Source: an optimization exercise on an open RTL-to-GDS flow (aim: small area). Production flows keep margins and buffers that such runs may drop. Function was not checked in any run shown here: the RTL went through the layout flow alone. No activity file was given, so power comes from the tool's default toggle rates.

$ cat flow/constraint.sdc
create_clock -name core_clock -period 6.5 [get_ports {clock}]
set_input_delay 1.3000 -clock core_clock [delete_from_list [all_inputs] [get_ports {clock}]]
set_output_delay 1.3000 -clock core_clock [all_outputs]
set_load 0.01 [all_outputs]
$ cat flow/design.v
`default_nettype none
package cpu_pkg;
    localparam logic [4:0] OP_RTYPE = 5'd0;
    localparam logic [4:0] OP_J     = 5'd1;
    localparam logic [4:0] OP_BNE   = 5'd2;
    localparam logic [4:0] OP_JAL   = 5'd3;
    localparam logic [4:0] OP_JR    = 5'd4;
    localparam logic [4:0] OP_ADDI  = 5'd5;
    localparam logic [4:0] OP_BLT   = 5'd6;
    localparam logic [4:0] OP_SW    = 5'd7;
    localparam logic [4:0] OP_LW    = 5'd8;
    localparam logic [4:0] ALU_ADD = 5'd0;
    localparam logic [4:0] ALU_SUB = 5'd1;
    localparam logic [4:0] ALU_AND = 5'd2;
    localparam logic [4:0] ALU_OR  = 5'd3;
    localparam logic [4:0] ALU_SLL = 5'd4;
    localparam logic [4:0] ALU_SRA = 5'd5;
endpackage
`default_nettype wire
`default_nettype none
module pipeline_cpu (
    input  logic        clock,
    input  logic        arst_n,
    output logic [31:0] address_imem,
    input  logic [31:0] q_imem,
    output logic [31:0] address_dmem,
    output logic [31:0] data_dmem,
    output logic        wren,
    input  logic [31:0] q_dmem,
    output logic        ctrl_write_enable,
    output logic [4:0]  ctrl_write_reg,
    output logic [4:0]  ctrl_read_reg_a,
    output logic [4:0]  ctrl_read_reg_b,
    output logic [31:0] data_write_reg,
    input  logic [31:0] data_read_reg_a,
    input  logic [31:0] data_read_reg_b
);
    localparam int SEG_W = 8;
    localparam int NSEG  = 32 / SEG_W;
    localparam logic [1:0] S_EX = 2'd0;
    localparam logic [1:0] S_SH = 2'd1;
    localparam logic [1:0] S_PC = 2'd2;
    localparam logic [1:0] S_X2 = 2'd3;
    logic [1:0]  st;
    logic [4:0]  cnt;
    logic [31:0] pc;
    logic [31:0] res;
    logic        taken;
    logic [NSEG-1:1] cy_q;
    logic [4:0] op, rd, rs, rt, shamt, func;
    assign op    = q_imem[31:27];
    assign rd    = q_imem[26:22];
    assign rs    = q_imem[21:17];
    assign rt    = q_imem[16:12];
    assign shamt = q_imem[11:7];
    assign func  = q_imem[6:2];
    logic rtype, i_j, i_bne, i_jal, i_jr, i_addi, i_blt, i_sw, i_lw;
    assign rtype  = (op == cpu_pkg::OP_RTYPE);
    assign i_j    = (op == cpu_pkg::OP_J);
    assign i_bne  = (op == cpu_pkg::OP_BNE);
    assign i_jal  = (op == cpu_pkg::OP_JAL);
    assign i_jr   = (op == cpu_pkg::OP_JR);
    assign i_addi = (op == cpu_pkg::OP_ADDI);
    assign i_blt  = (op == cpu_pkg::OP_BLT);
    assign i_sw   = (op == cpu_pkg::OP_SW);
    assign i_lw   = (op == cpu_pkg::OP_LW);
    logic f_add, f_sub, f_and, f_or, f_shift, f_zero;
    assign f_add   = rtype && (func == cpu_pkg::ALU_ADD);
    assign f_sub   = rtype && (func == cpu_pkg::ALU_SUB);
    assign f_and   = rtype && (func == cpu_pkg::ALU_AND);
    assign f_or    = rtype && (func == cpu_pkg::ALU_OR);
    assign f_shift = rtype && (func == cpu_pkg::ALU_SLL || func == cpu_pkg::ALU_SRA);
    assign f_zero  = rtype && (func > cpu_pkg::ALU_SRA);
    logic is_branch, uses_adder, writes_reg;
    assign is_branch  = i_bne | i_blt;
    assign uses_adder = rtype | i_addi | i_lw | i_sw | is_branch | i_jal;
    assign writes_reg = rtype | i_addi | i_lw | i_jal;
    assign ctrl_read_reg_a = rs;
    assign ctrl_read_reg_b = rtype ? rt : rd;
    logic [31:0] pa, pb;
    assign pa = data_read_reg_a;
    assign pb = data_read_reg_b;
    logic last;
    assign last = (cnt[1:0] == 2'(NSEG - 1));
    assign address_imem      = pc;
    assign address_dmem      = res;
    assign data_dmem         = pb;
    assign data_write_reg    = res;
    assign ctrl_write_reg    = i_jal ? 5'd31 : rd;
    assign ctrl_write_enable = (st == S_PC) && (cnt[1:0] == 2'd0) && writes_reg &&
                               (i_jal || rd != 5'd0);
    assign wren              = (st == S_PC) && (cnt[1:0] == 2'd0) && i_sw;
    logic a_pa, a_pc, a_and, a_or, b_pb, b_inv, b_imm, b_tgt, b_ld, cin;
    always_comb begin
        a_pa  = 1'b0;
        a_pc  = 1'b0;
        a_and = 1'b0;
        a_or  = 1'b0;
        b_pb  = 1'b0;
        b_inv = 1'b0;
        b_imm = 1'b0;
        b_tgt = 1'b0;
        b_ld  = 1'b0;
        cin   = 1'b0;
        if (st == S_EX) begin
            if (i_jal) begin
                a_pc = 1'b1;
                cin  = 1'b1;
            end else if (f_and) begin
                a_and = 1'b1;
            end else if (f_or) begin
                a_or = 1'b1;
            end else if (!f_zero) begin
                a_pa = 1'b1;
            end
            if (f_add || f_sub || is_branch) b_pb = 1'b1;
            if (f_sub || is_branch) begin
                b_inv = 1'b1;
                cin   = 1'b1;
            end
            if (i_addi || i_lw || i_sw) b_imm = 1'b1;
        end else if (st == S_X2 && i_lw) begin
            b_ld = 1'b1;
        end else begin
            if (i_jr) begin
                b_pb = 1'b1;
            end else if (i_j || i_jal) begin
                b_tgt = 1'b1;
            end else begin
                a_pc = 1'b1;
                cin  = 1'b1;
                if (is_branch && taken) b_imm = 1'b1;
            end
        end
    end
    logic [31:0] imm_s, tgt, opa, opb;
    assign imm_s   = {{15{q_imem[16]}}, q_imem[16:0]};
    assign tgt     = {5'd0, q_imem[26:0]};
    assign opa     = ({32{a_pa}} & pa) | ({32{a_pc}} & pc) | ({32{a_and}} & pa & pb) |
                     ({32{a_or}} & (pa | pb));
    assign opb     = ({32{b_pb}} & (pb ^ {32{b_inv}})) | ({32{b_imm}} & imm_s) | ({32{b_tgt}} & tgt) |
                     ({32{b_ld}} & q_dmem);
    logic [32:0] c;
    logic [31:0] sum;
    genvar i;
    generate
        for (i = 0; i < 32; i = i + 1) begin : g_add
            logic ci;
            if (i == 0) begin : g_c0
                assign ci = cin;
            end else if (i % SEG_W == 0) begin : g_cs
                assign ci = cy_q[i / SEG_W];
            end else begin : g_cr
                assign ci = c[i];
            end
            assign sum[i]  = opa[i] ^ opb[i] ^ ci;
            assign c[i+1]  = (opa[i] & opb[i]) | (ci & (opa[i] ^ opb[i]));
        end
    endgenerate
    assign c[0] = cin;
    logic new_insn, cy_clr;
    assign new_insn = (st == S_PC) && last;
    assign cy_clr   = new_insn || (st == S_EX && last);
    always_ff @(posedge clock or negedge arst_n) begin
        if (!arst_n) begin
            cy_q <= '0;
        end else begin
            for (int k = 1; k < NSEG; k++) cy_q[k] <= c[k * SEG_W] && !cy_clr;
        end
    end
    logic eq, lt_rs_rd, br_taken;
    assign eq       = (res == 32'd0);
    assign lt_rs_rd = (pa[31] != pb[31]) ? pa[31] : res[31];
    assign br_taken = i_bne ? !eq : (!lt_rs_rd && !eq);
    logic [4:0]  sh_next;
    logic        sh4;
    logic [31:0] shv;
    assign sh4     = (cnt[4:2] != 3'd0);
    assign sh_next = sh4 ? {cnt[4:2] - 3'd1, cnt[1:0]} : {3'd0, cnt[1:0] - 2'd1};
    always_comb begin
        if (!func[0]) shv = sh4 ? {res[27:0], 4'd0} : {res[30:0], 1'b0};
        else          shv = sh4 ? {{4{res[31]}}, res[31:4]} : {res[31], res[31:1]};
    end
    always_ff @(posedge clock or negedge arst_n) begin
        if (!arst_n) begin
            st  <= S_EX;
            cnt <= 5'd0;
            pc  <= 32'd0;
        end else begin
            case (st)
                S_EX: begin
                    if (f_shift && shamt != 5'd0) begin
                        st  <= S_SH;
                        cnt <= shamt;
                    end else if (f_shift || !uses_adder || last) begin
                        st  <= (is_branch || i_lw) ? S_X2 : S_PC;
                        cnt <= 5'd0;
                    end else begin
                        cnt[1:0] <= cnt[1:0] + 2'd1;
                    end
                end
                S_SH: begin
                    if (sh_next == 5'd0) begin
                        st  <= S_PC;
                        cnt <= 5'd0;
                    end else begin
                        cnt <= sh_next;
                    end
                end
                S_X2: begin
                    st <= S_PC;
                end
                default: begin
                    if (last) begin
                        st  <= S_EX;
                        cnt <= 5'd0;
                        pc  <= sum;
                    end else begin
                        cnt[1:0] <= cnt[1:0] + 2'd1;
                    end
                end
            endcase
        end
    end
    always_ff @(posedge clock) begin
        if (st == S_SH) res <= shv;
        else            res <= sum;
        if (st == S_X2) taken <= br_taken;
    end
endmodule
`default_nettype wire
$ cat flow/flow/run.sh
#!/bin/bash
# The standard layout, with every port buffered by the smallest buffer and
# a clock tree of small buffers without dummy loads.
set -euo pipefail
bash standard.sh \
  "BUFFER_PORTS_ARGS=-buffer_cell sky130_fd_sc_hd__buf_1" \
  "CTS_ARGS=-sink_clustering_enable -repair_clock_nets -dont_use_dummy_load -buf_list {sky130_fd_sc_hd__clkbuf_4 sky130_fd_sc_hd__clkbuf_8}" \
  finish > standard.log 2>&1
$ cat flow/standard.sh
#!/bin/bash
# synth_recipe.tcl (not shown) runs the flow's synth.tcl, then flattens the netlist and writes it again
# the make line also repeats each setting of config.mk as NAME=value (left out here)
make -C /OpenROAD-flow-scripts/flow DESIGN_CONFIG=/design/flow/config.mk WORK_HOME=/design/flow/orfs CLKGATE_MAP_FILE= SYNTH_SCRIPT=/design/flow/synth_recipe.tcl "${@:-finish}"
$ cat flow/config.mk
export PLATFORM = sky130hd
export DESIGN_NAME = pipeline_cpu
export DESIGN_NICKNAME = pipeline_cpu
export VERILOG_FILES = /design/flow/design.v
export SDC_FILE = /design/flow/constraint.sdc
export NUM_CORES = 4
export LEC_CHECK = 0
export CAP_MARGIN = 20
export CORE_MARGIN = 2
export CORE_UTILIZATION = 40
export SLEW_MARGIN = 20
==> notes.md, run 1 <==
The flow ran to the end and the layout has no timing, DRC or antenna violations. Once detailed placement completed, the half-perimeter wirelength came to 20.5 mm. The share of layout cells above drive strength 1 was 13.6%; the area added between synthesis and finish was 18.0%. In the post-synthesis netlist, the biggest area contributors are sky130_fd_sc_hd__dfrtp_1, sky130_fd_sc_hd__dfxtp_1, sky130_fd_sc_hd__fa_1. Power spread over the standard cell area amounts to 375 nW/um2.

The signal on the critical path passes through buf_1 > or3b_1 > or2_2 > nand2_1 > nand2_1 > o21ai_0 > a221oi_1 > fa_1 > fa_1 > fa_1 > fa_1 > fa_1 > fa_1 > inv_1 > fa_1 > fa_1 > mux2_2. The number of nets handed over by synthesis was 925. Among all cell types in the netlist, the one instantiated most often is sky130_fd_sc_hd__nand2_1. The post-detailed-route DRC marker count was 0.

The most used flip-flop cell after synthesis is sky130_fd_sc_hd__dfrtp_1. The post-detailed-route via-to-cell ratio works out to 5.78. Headroom to the max-slew limit came out at 33.5%. Setup repair after global routing left no endpoint under its margin.

Fill cell total of the finished layout: 1721. Smallest hold slack: 0.508 ns. By count the netlist is led by sky130_fd_sc_hd__nand2_1, sky130_fd_sc_hd__buf_4, sky130_fd_sc_hd__o21ai_0, sky130_fd_sc_hd__nor2_1, sky130_fd_sc_hd__dfrtp_1.

Max-cap violations in this run came to 0. The worst setup path is captured at a flip-flop. Per report_power, the clock group accounts for 10.0% of the total. The run gives 0.00144 W as the net switching power.

The initial utilization of the core area, before any placement, comes to 40.7%. The overall die height was 133 um; the H-tree depth reported by CTS was 3. Share of power burned in registers: 32.4%. The width of the chip came out at 133 um. The logs give 6502 for the via count of the first global-routing pass and 1 for the number of synthesis warnings. Before antenna repair, the detailed router went through 5 iterations.

The clock period could shrink to 6.19 ns. The library cell contributing the largest single delay on the critical path was sky130_fd_sc_hd__fa_1. Data on the critical path arrives at its endpoint at 6.45 ns.

Dividing the detail-routed wire length by the instance count gives 21.5 um. A synthesized cell averages 8.84 um2. At the worst endpoint, the required time is 6.76 ns. The maximum buffer depth of the clock tree was 2; the number of antenna violations at the first check in global routing was 1. Registers take 1730 um2.

Setup violations remaining at the end of the flow were counted as 0. In this design, the stage delay of the slowest critical-path cell is 0.48 ns. The placer's final routability congestion estimate was 0.950.

The fraction of registers with async set or reset after synthesis is 56.0%. The later-pin clock latency in the skew report came out at 0.38 ns. Launching instance or port of the critical path: q_imem[30].

Including well taps, the total number of placed cells is 1190. In the final design database the tool counted 1150 nets. VDD sags by at most 154 uV. The detail route stage leaves a number of antenna-violating nets equal to 0. Cell-internal power: 0.00153 W. The share of the Yosys chip area taken by registers is 25.8%.

The first global-routing pass estimated 38.9 mm of wire. Entering global routing, the biggest net connects 58 pins. The origin of the worst min-delay path is cnt[3].

The number of antenna diodes in the final layout is 0. For the vias after detailed routing, the log shows 6945. During I/O placement, the number of pins put on the boundary was 275.

The logs give 0.0250 ns for the maximum clock skew at final layout and 0 for the number of hold buffers added after CTS. The maximum fanout along the worst path came out at 7. In this run the standard cell core region covers 16500 um2. For the number of max-slew violations in the final report, the log shows 0.

The total power consumption of the routed design is 0.00296 W. The overall global routing resource usage is 29.0%. The worst register-to-register path begins at st[0].

Timing would allow up to 0.161 GHz. The number of buffer cells added on primary ports came out at 274. The mapped netlist covers 6710 um2. At the end of the flow the core is filled with cells to 48.1%. Together, buffers and inverters on the worst path number 2. The root buffer selected by CTS was sky130_fd_sc_hd__clkbuf_8. The tools report the area of combinational cells with multiple inputs as 4200 um2. For this block, the initial DRC count from the detailed router was 650. Counting distinct cell types in the post-synthesis netlist gives 61. After global routing the overflow that remains totals 0. Combinational logic is responsible for 57.6% of the overall power. The area share of the largest cell type after synthesis came out at 15.7%.

The switching share of power is 48.5%. After layout, the worst path uses 95.3% of the clock period. After clock tree synthesis, the clock-pin slew on the worst setup and hold paths is 0.07 ns. The critical path startpoint category was a primary input. For this design the static power due to leakage is 3.02 nW.

The number of enable-type register cells in the synthesized netlist works out to 2. Counting every sink on the clock net gives 75. The number of failing hold endpoints at the final stage came out at 0. After floorplanning, the core was divided into 47 placement rows. The die covers 17800 um2. TritonCTS built the clock tree. The class of the most critical hold timing path was reg -> reg.

The worst setup path is of the in -> reg kind. Synthesis produced 759 cells. The largest total area in the synthesized netlist belongs to sky130_fd_sc_hd__dfrtp_1. The post-synthesis sequential element count is 75. The filler-free cell count of the finished design is 1202.

The transition time at the pin with the least slew margin came out at 0.997 ns. The most numerous cell type found on the critical path is sky130_fd_sc_hd__fa_1. The number of CTS-inserted buffers is 9. The final layout contains routed wiring with a total length of 25.8 mm. Dominant delay contributor by cell family on the critical path: adder cells.
==> sequential cells by signal, indices dropped and copies added, names as in the netlist <==
signal and flops:
taken 1, pc 32, cy_q 3, res 32, cnt 5, st 2
==> cell usage in the layout, fill, tap and decap left out, types with 6 or more instances in the layout <==
cell type,n
sky130_fd_sc_hd__buf_1,272
sky130_fd_sc_hd__nand2_1,119
sky130_fd_sc_hd__buf_4,62
sky130_fd_sc_hd__o21ai_0,49
sky130_fd_sc_hd__nor2_1,48
sky130_fd_sc_hd__dfrtp_1,42
sky130_fd_sc_hd__a221oi_1,35
sky130_fd_sc_hd__a21boi_0,32
sky130_fd_sc_hd__a21oi_1,32
sky130_fd_sc_hd__fa_1,31
sky130_fd_sc_hd__dfxtp_1,31
sky130_fd_sc_hd__mux4_2,26
sky130_fd_sc_hd__a221o_1,26
sky130_fd_sc_hd__inv_1,19
sky130_fd_sc_hd__mux2_2,15
sky130_fd_sc_hd__a211oi_1,13
sky130_fd_sc_hd__nor4_1,11
sky130_fd_sc_hd__clkbuf_8,9
sky130_fd_sc_hd__nand3_1,8
sky130_fd_sc_hd__nor3_1,8
sky130_fd_sc_hd__nand2b_1,7
sky130_fd_sc_hd__a31oi_1,6
==> routing by layer <==
layer  up-vias  routed length (um)  GRT usage (%)
met5         -                   0              0
met4         0                 539           9.10
met3        30                2260           5.90
met2       369               11900           44.9
met1      3372               11100           41.0
li1       3174                   -              -
==> through the flow <==
stage               setup WS (ns)  TNS, ns  cell area [um2]
floorplan                  0.0584        0             6710
global placement           -0.104   -0.104             7750
detailed placement         -0.123   -0.218             7750
CTS                         0.260        0             7870
global route               0.0348        0             7920
finish                      0.307        0             7920
==> worst register-to-register path: stages (launching register included) <==
cell and delay, ns:
sky130_fd_sc_hd__dfrtp_1 0.54, sky130_fd_sc_hd__nor2_1 0.42, sky130_fd_sc_hd__o21ai_1 0.22, sky130_fd_sc_hd__nor3_2 0.42
sky130_fd_sc_hd__buf_4 0.27, sky130_fd_sc_hd__nand2_1 0.06, sky130_fd_sc_hd__a21boi_0 0.17, sky130_fd_sc_hd__a221oi_1 0.08
sky130_fd_sc_hd__fa_1 0.43, sky130_fd_sc_hd__fa_1 0.48, sky130_fd_sc_hd__fa_1 0.47, sky130_fd_sc_hd__fa_1 0.46
sky130_fd_sc_hd__fa_1 0.45, sky130_fd_sc_hd__inv_1 0.14, sky130_fd_sc_hd__fa_1 0.22, sky130_fd_sc_hd__fa_1 0.23
sky130_fd_sc_hd__o31ai_1 0.12, sky130_fd_sc_hd__a21o_1 0.20, sky130_fd_sc_hd__a31o_1 0.22
==> final timing paths <==
kind / end / slack (ns) / depth (start not counted)
max: res[15] / 0.31 / 17
min: cnt[3] / 0.51 / 2
max reg2reg: res[31] / 0.66 / 18
min reg2reg: cnt[3] / 0.51 / 2
max in group asynchronous: pc[7] / 5.06 / 2
min in group asynchronous: pc[3] / 1.00 / 2
==> power by group through the flow <==
stage	clock network (W)	logic (W)	registers [W]
after detailed placement	0	0.00167	0.000965
after global routing	0.000326	0.00186	0.000985
after CTS	0.000304	0.00168	0.000955
after global placement	0	0.00166	0.000963
final	0.000297	0.00171	0.000960
after floorplan	0	0.00107	0.000922
==> final cells by class <==
cell class | count | share of cell area, %
Inverter | 19 | 0.901
Tap cell | 220 | 3.48
Multi-Input combinational cell | 542 | 53.0
Timing Repair Buffer | 337 | 19.2
Clock buffer | 9 | 1.56
Sequential cell | 75 | 21.9
==> timing repair <==
item	in CTS	in global routing
endpoints found under the setup margin	0	3
buffers inserted	0	2
resized for setup	0	1
==> cells by family (layout without fill, tap and decap cells) <==
group | Yosys count | count (layout) | synth area share, %
DFF | 75 | 75 | 25.8
AOI/OAI and AO/OA | 217 | 217 | 23.0
adders and majority gates | 36 | 36 | 10.2
xor gates and xnor gates | 1 | 1 | 0.131
buffers and inverters | 142 | 365 | 12.2
muxes | 45 | 45 | 11.8
and+or+nand+nor | 243 | 243 | 16.8
==> run 2, diff against run 1 <==
--- a/flow/design.v
+++ b/flow/design.v
@@ -92,3 +92,3 @@
     assign wren              = (st == S_PC) && (cnt[1:0] == 2'd0) && i_sw;
-    logic a_pa, a_pc, a_and, a_or, b_pb, b_inv, b_imm, b_tgt, b_ld, cin;
+    logic a_pa, a_pc, b_pb, b_and, b_or, b_inv, b_imm, b_tgt, b_ld, cin;
     always_comb begin
@@ -96,5 +96,5 @@
         a_pc  = 1'b0;
-        a_and = 1'b0;
-        a_or  = 1'b0;
         b_pb  = 1'b0;
+        b_and = 1'b0;
+        b_or  = 1'b0;
         b_inv = 1'b0;
@@ -108,7 +108,3 @@
                 cin  = 1'b1;
-            end else if (f_and) begin
-                a_and = 1'b1;
-            end else if (f_or) begin
-                a_or = 1'b1;
-            end else if (!f_zero) begin
+            end else if (!f_and && !f_zero) begin
                 a_pa = 1'b1;
@@ -120,2 +116,4 @@
             end
+            if (f_and) b_and = 1'b1;
+            if (f_or)  b_or  = 1'b1;
             if (i_addi || i_lw || i_sw) b_imm = 1'b1;
@@ -135,8 +133,8 @@
     end
-    logic [31:0] imm_s, tgt, opa, opb;
+    logic [31:0] imm_s, tgt, opa, opb, pb_keep;
     assign imm_s   = {{15{q_imem[16]}}, q_imem[16:0]};
     assign tgt     = {5'd0, q_imem[26:0]};
-    assign opa     = ({32{a_pa}} & pa) | ({32{a_pc}} & pc) | ({32{a_and}} & pa & pb) |
-                     ({32{a_or}} & (pa | pb));
-    assign opb     = ({32{b_pb}} & (pb ^ {32{b_inv}})) | ({32{b_imm}} & imm_s) | ({32{b_tgt}} & tgt) |
+    assign pb_keep = {32{b_pb}} | ({32{b_and}} & pa) | ({32{b_or}} & ~pa);
+    assign opa     = ({32{a_pa}} & pa) | ({32{a_pc}} & pc);
+    assign opb     = (pb_keep & (pb ^ {32{b_inv}})) | ({32{b_imm}} & imm_s) | ({32{b_tgt}} & tgt) |
                      ({32{b_ld}} & q_dmem);
@@ -175,10 +173,9 @@
     logic [4:0]  sh_next;
-    logic        sh4;
-    logic [31:0] shv;
-    assign sh4     = (cnt[4:2] != 3'd0);
-    assign sh_next = sh4 ? {cnt[4:2] - 3'd1, cnt[1:0]} : {3'd0, cnt[1:0] - 2'd1};
-    always_comb begin
-        if (!func[0]) shv = sh4 ? {res[27:0], 4'd0} : {res[30:0], 1'b0};
-        else          shv = sh4 ? {{4{res[31]}}, res[31:4]} : {res[31], res[31:1]};
-    end
+    logic        sh5, fill;
+    logic [31:0] shv, res_r;
+    assign sh5     = (cnt >= 5'd5);
+    assign sh_next = cnt - (sh5 ? 5'd5 : 5'd1);
+    assign fill    = func[0] & res[31];
+    assign shv     = sh5 ? {{5{fill}}, res[31:5]} : {fill, res[31:1]};
+    always_comb for (int k = 0; k < 32; k++) res_r[k] = res[31-k];
     always_ff @(posedge clock or negedge arst_n) begin
@@ -192,3 +189,3 @@
                     if (f_shift && shamt != 5'd0) begin
-                        st  <= S_SH;
+                        st  <= func[0] ? S_SH : S_X2;
                         cnt <= shamt;
@@ -203,3 +200,3 @@
                     if (sh_next == 5'd0) begin
-                        st  <= S_PC;
+                        st  <= func[0] ? S_PC : S_X2;
                         cnt <= 5'd0;
@@ -210,3 +207,3 @@
                 S_X2: begin
-                    st <= S_PC;
+                    st <= (f_shift && cnt != 5'd0) ? S_SH : S_PC;
                 end
@@ -225,4 +222,5 @@
     always_ff @(posedge clock) begin
-        if (st == S_SH) res <= shv;
-        else            res <= sum;
+        if (st == S_SH)                 res <= shv;
+        else if (st == S_X2 && f_shift) res <= res_r;
+        else                            res <= sum;
         if (st == S_X2) taken <= br_taken;
==> notes.md, run 2 <==
Post-CTS repair changed the size of 0 cells. The post-detailed-route via-to-cell ratio is 5.71. The tools report the highest attainable clock frequency as 0.164 GHz. For the number of cells produced by synthesis, the log shows 813. Counting instances in the post-synthesis netlist gives the leading cell types as sky130_fd_sc_hd__o21ai_0, sky130_fd_sc_hd__nand2_1, sky130_fd_sc_hd__buf_4, sky130_fd_sc_hd__nor2_1, sky130_fd_sc_hd__dfrtp_1. The number of placed I/O pins is 275. For the number of synthesis warnings, the log shows 1. Summed over all cells, the static leakage comes to 2.90 nW.

Number of max-slew violations in the final report: 0. The count of cells in the finished layout, fillers not included, comes to 1227. Buffers added to address setup during post-CTS repair amount to 0.

For the remaining max-slew budget at the tightest pin, the log shows 45.7%. For the floorplan die area, the log shows 17800 um2. Internal power comes to 0.00155 W. Synthesis produced a netlist with a net count of 980. For this run, the share of the core covered by cells in the final layout is 46.6%. Summing the sequential cell areas from Yosys gives 25.7% of the chip area. In the post-synthesis netlist, the cell with the most instances is sky130_fd_sc_hd__o21ai_0. Among all flip-flop cells after synthesis, the most frequent one is sky130_fd_sc_hd__dfrtp_1. Detailed placement finished with a half-perimeter wire length of 20.7 mm. The run gives 0 as the number of failing hold endpoints at the final stage. Average instance area after synthesis: 8.23 um2. Leaving out fill and tap cells, the most frequent cell in the layout is sky130_fd_sc_hd__buf_1. The worst setup path is launched from a primary input. The congestion estimate from routability-driven global placement came to 0.926.

The run finished with no timing, DRC or antenna violations. The endpoint class of the critical path is a flip-flop. The transition time at the pin with the least slew margin is 0.813 ns. The tools report the via count of the first global-routing pass as 6442.

Hold repair after CTS inserted 0 buffers. The tools report the placeable core area as 16500 um2. The run gives 40.6% as the starting density of the core. The fill cell total of the finished layout was 1755; the area of combinational cells with multiple inputs was 4120 um2. Adding up every negative setup slack in the final design gives 0 ns. The per-cell routed wire length came out at 21.5 um. The run gives 0.00161 W as the net switching power. The initialized floorplan defines 47 standard-cell rows. In this run the number of H-tree levels came out at 3.

The relative contribution of combinational cells to total power was 58.2%. The end of the worst register-to-register path is pc[15]. The count of distinct cell types in the synthesized netlist is 63. Share of layout cells above drive strength 1: 7.85%.

Root buffer selected by CTS: sky130_fd_sc_hd__clkbuf_8. Of the total power, the share spent switching nets is 50.9%. In this run the cell area measured after placement is 7550 um2. Summing every instance area after synthesis gives 6690 um2.

Counting instances, the worst hold path has a depth of 2. Origin of the worst min-delay path: pc[1]. Of the post-synthesis cell area, the dominant cell type holds 15.7%. Clock slew at the register clock pins of the worst setup and hold paths: 0.07 ns. Clock skew on the completed layout was measured at 0.0274 ns. The hold-critical path endpoint is pc[1]. For this block, the routed nets add up to 26.4 mm of wire. The number of enable-type register cells in the synthesized netlist was 1. Summing all non-filler instances in the final layout gives an area of 7680 um2. The clock drives 75 sinks. The post-synthesis sequential element count is 75. The tools report the vias after detailed routing as 7012. The worst reg2reg path startpoint was st[1].

The share of total power dissipated in sequential elements is 32.4%. Once placement completed, the tool counted placed cells totaling 1217. The maximum number of pins on one net before global-route repair came out at 52. The worst setup path is of the in -> reg kind. Setup repair after global routing left no endpoint under its margin. Remaining antenna violation count: 0. The design draws 0.00316 W. After detailed routing, the number of remaining DRC violations is 0. The number of buffer cells added on primary ports is 274, and the maximum fanout along the worst path is 4. The later-pin clock latency in the skew report was 0.38 ns; the global route total overflow was 0. The area added between synthesis and finish is 14.7%. The class of the most critical hold timing path was reg -> reg.

The cell count of the worst reg-to-reg path works out to 16. The overall global routing resource usage was 29.0%; the worst path arrival time was 6.33 ns. The largest registers in the layout are pc x32, res x32, cnt x5.

The part of the total power dissipated in the clock network is 9.4%, and the largest voltage drop on the vdd net is 178 uV. The run gives 6.75 ns as the required time of the worst setup path. The maximum buffer depth of the clock tree was 2; the minimum clock period after layout was 6.09 ns. Number of antenna violations at the first check in global routing: 1. The fraction of registers with async set or reset after synthesis is 56.0%, and the width of the chip is 133 um. For flop-to-flop paths, the worst setup slack is 0.93 ns. Summing all flip-flop and latch instances after layout gives 1720 um2.

The count of TritonRoute iterations in the first routing pass is 5, and the number of nets in the layout is 1175. Leaving out fill and tap cells, the most frequent cells in the layout are sky130_fd_sc_hd__buf_1, sky130_fd_sc_hd__o21ai_0, sky130_fd_sc_hd__nand2_1, sky130_fd_sc_hd__nor2_1, sky130_fd_sc_hd__dfrtp_1. By area the synthesized netlist is led by sky130_fd_sc_hd__dfrtp_1, sky130_fd_sc_hd__dfxtp_1, sky130_fd_sc_hd__fa_1. From bottom edge to top edge, the die measures 133 um. In this run, the number of DRC markers left after iteration 0 of detailed routing was 673.

The number of CTS-inserted buffers was 9. Dividing the final minimum period by the clock period gives 93.6%. The power per cell area was 411 nW/um2. The number of failing setup endpoints in the final timing report is 0, and the number of violations of the max-capacitance limit is 0.

The cell taking the most area after synthesis is sky130_fd_sc_hd__dfrtp_1. Wire length of the first global-routing pass: 39.5 mm. TritonCTS built the clock tree.
run 2: worst max path at each step:
stage	slack, ns	cells after the start	startpoint	to
after global routing	0.15	18	q_imem[27]	pc[15]
after CTS	0.41	18	q_imem[27]	pc[15]
after detailed placement	0.06	18	q_imem[27]	pc[15]
final	0.41	18	q_imem[27]	pc[15]
after floorplan	0.20	19	q_imem[30]	pc[23]
after global placement	0.18	18	q_imem[27]	pc[23]
run 2: stage by stage:
stage,setup WS (ns),hold WS (ns)
after floorplan,0.198,0.527
after global placement,0.179,0.500
after detailed placement,0.0639,0.505
after CTS,0.410,0.522
after global routing,0.149,0.564
final,0.414,0.525
run 2: area by class of cell:
cell class	instances	share of cell area (%)
multi-input cells	584	53.7
clock buffers	9	1.61
inverters	27	1.32
flip-flops and latches	75	22.4
repair buffers	311	17.4
well taps	220	3.58
diodes	1	0.0326
run 2: power groups by stage:
| stage | Combinational [W] | Sequential, W | Clock [W] |
|---|---|---|---|
| 2_1_floorplan | 0.00121 | 0.000968 | 0 |
| 3_3_place_gp | 0.00180 | 0.00102 | 0 |
| 3_5_place_dp | 0.00181 | 0.00102 | 0 |
| 4_1_cts | 0.00181 | 0.00102 | 0.000295 |
| 5_1_grt | 0.00200 | 0.00105 | 0.000310 |
| 6_report | 0.00184 | 0.00102 | 0.000296 |
run 2: cell families after synthesis:
logic type                 after synthesis  synth area share (%)
DFF                                     75                  25.7
AOI/OAI and AO/OA                      249                  24.4
xor gates and xnor gates                35                  4.58
muxes                                   33                  5.27
buffers and inverters                  154                  12.9
and+or+nand+nor                        230                  16.7
adders and majority gates               37                  10.4
run 2: metal layers:
layer / up-vias / GRT usage [%] / wire length, um / part of all wire [%]
met1: 3369 / 40.8 / 11600 / 44
met5: - / 0 / 0 / 0
li1: 3237 / - / - / -
met3: 29 / 4.07 / 2020 / 7.7
met2: 377 / 47.1 / 12300 / 47
met4: 0 / 7.62 / 499 / 1.9
run 2: worst max-delay path: stages:
cell                       delay, ns
sky130_fd_sc_hd__buf_1          0.17
sky130_fd_sc_hd__or3b_1         0.43
sky130_fd_sc_hd__nor3_1         0.44
sky130_fd_sc_hd__a31oi_1        0.10
sky130_fd_sc_hd__o31ai_2        0.13
sky130_fd_sc_hd__a221oi_1       0.17
sky130_fd_sc_hd__fa_1           0.45
sky130_fd_sc_hd__fa_1           0.46
sky130_fd_sc_hd__fa_1           0.46
sky130_fd_sc_hd__fa_1           0.43
sky130_fd_sc_hd__inv_1          0.10
sky130_fd_sc_hd__fa_1           0.18
sky130_fd_sc_hd__inv_1          0.06
sky130_fd_sc_hd__fa_1           0.40
sky130_fd_sc_hd__inv_1          0.10
sky130_fd_sc_hd__fa_1           0.21
sky130_fd_sc_hd__fa_1           0.45
sky130_fd_sc_hd__mux2_2         0.29

## separate check: timing with driven ports
The flow's constraints put no driver on any port. The routed layouts listed below were extracted and timed again, unchanged, in two steps. Step 1: set_driving_cell puts a clkbuf_16 on clock and a buf_2 on each other input, an assumption about the parent block. Step 2 moves the port delays by t, midway between the first and last clock arrival at a register: inputs arrive t later, outputs are due t later. That takes back most of the time a late clock gives input paths. a / b / c = ideal ports / drivers / drivers and shift; a / b = the first two.
run	shift t [ns]	setup slack, ns	slew at the worst register clock pin (ns)	cell pins on the clock port's net
run 1	0.407	0.307 / 0.326 / -0.081	0.09 / 0.09	1
run 2	0.403	0.414 / 0.430 / 0.027	0.09 / 0.09	1
Met with ideal ports but missed after step 2: setup timing in run 1. For run 1, which loses most, drivers alone change the setup slack by +0.019 ns; drivers and shift together by -0.388 ns.
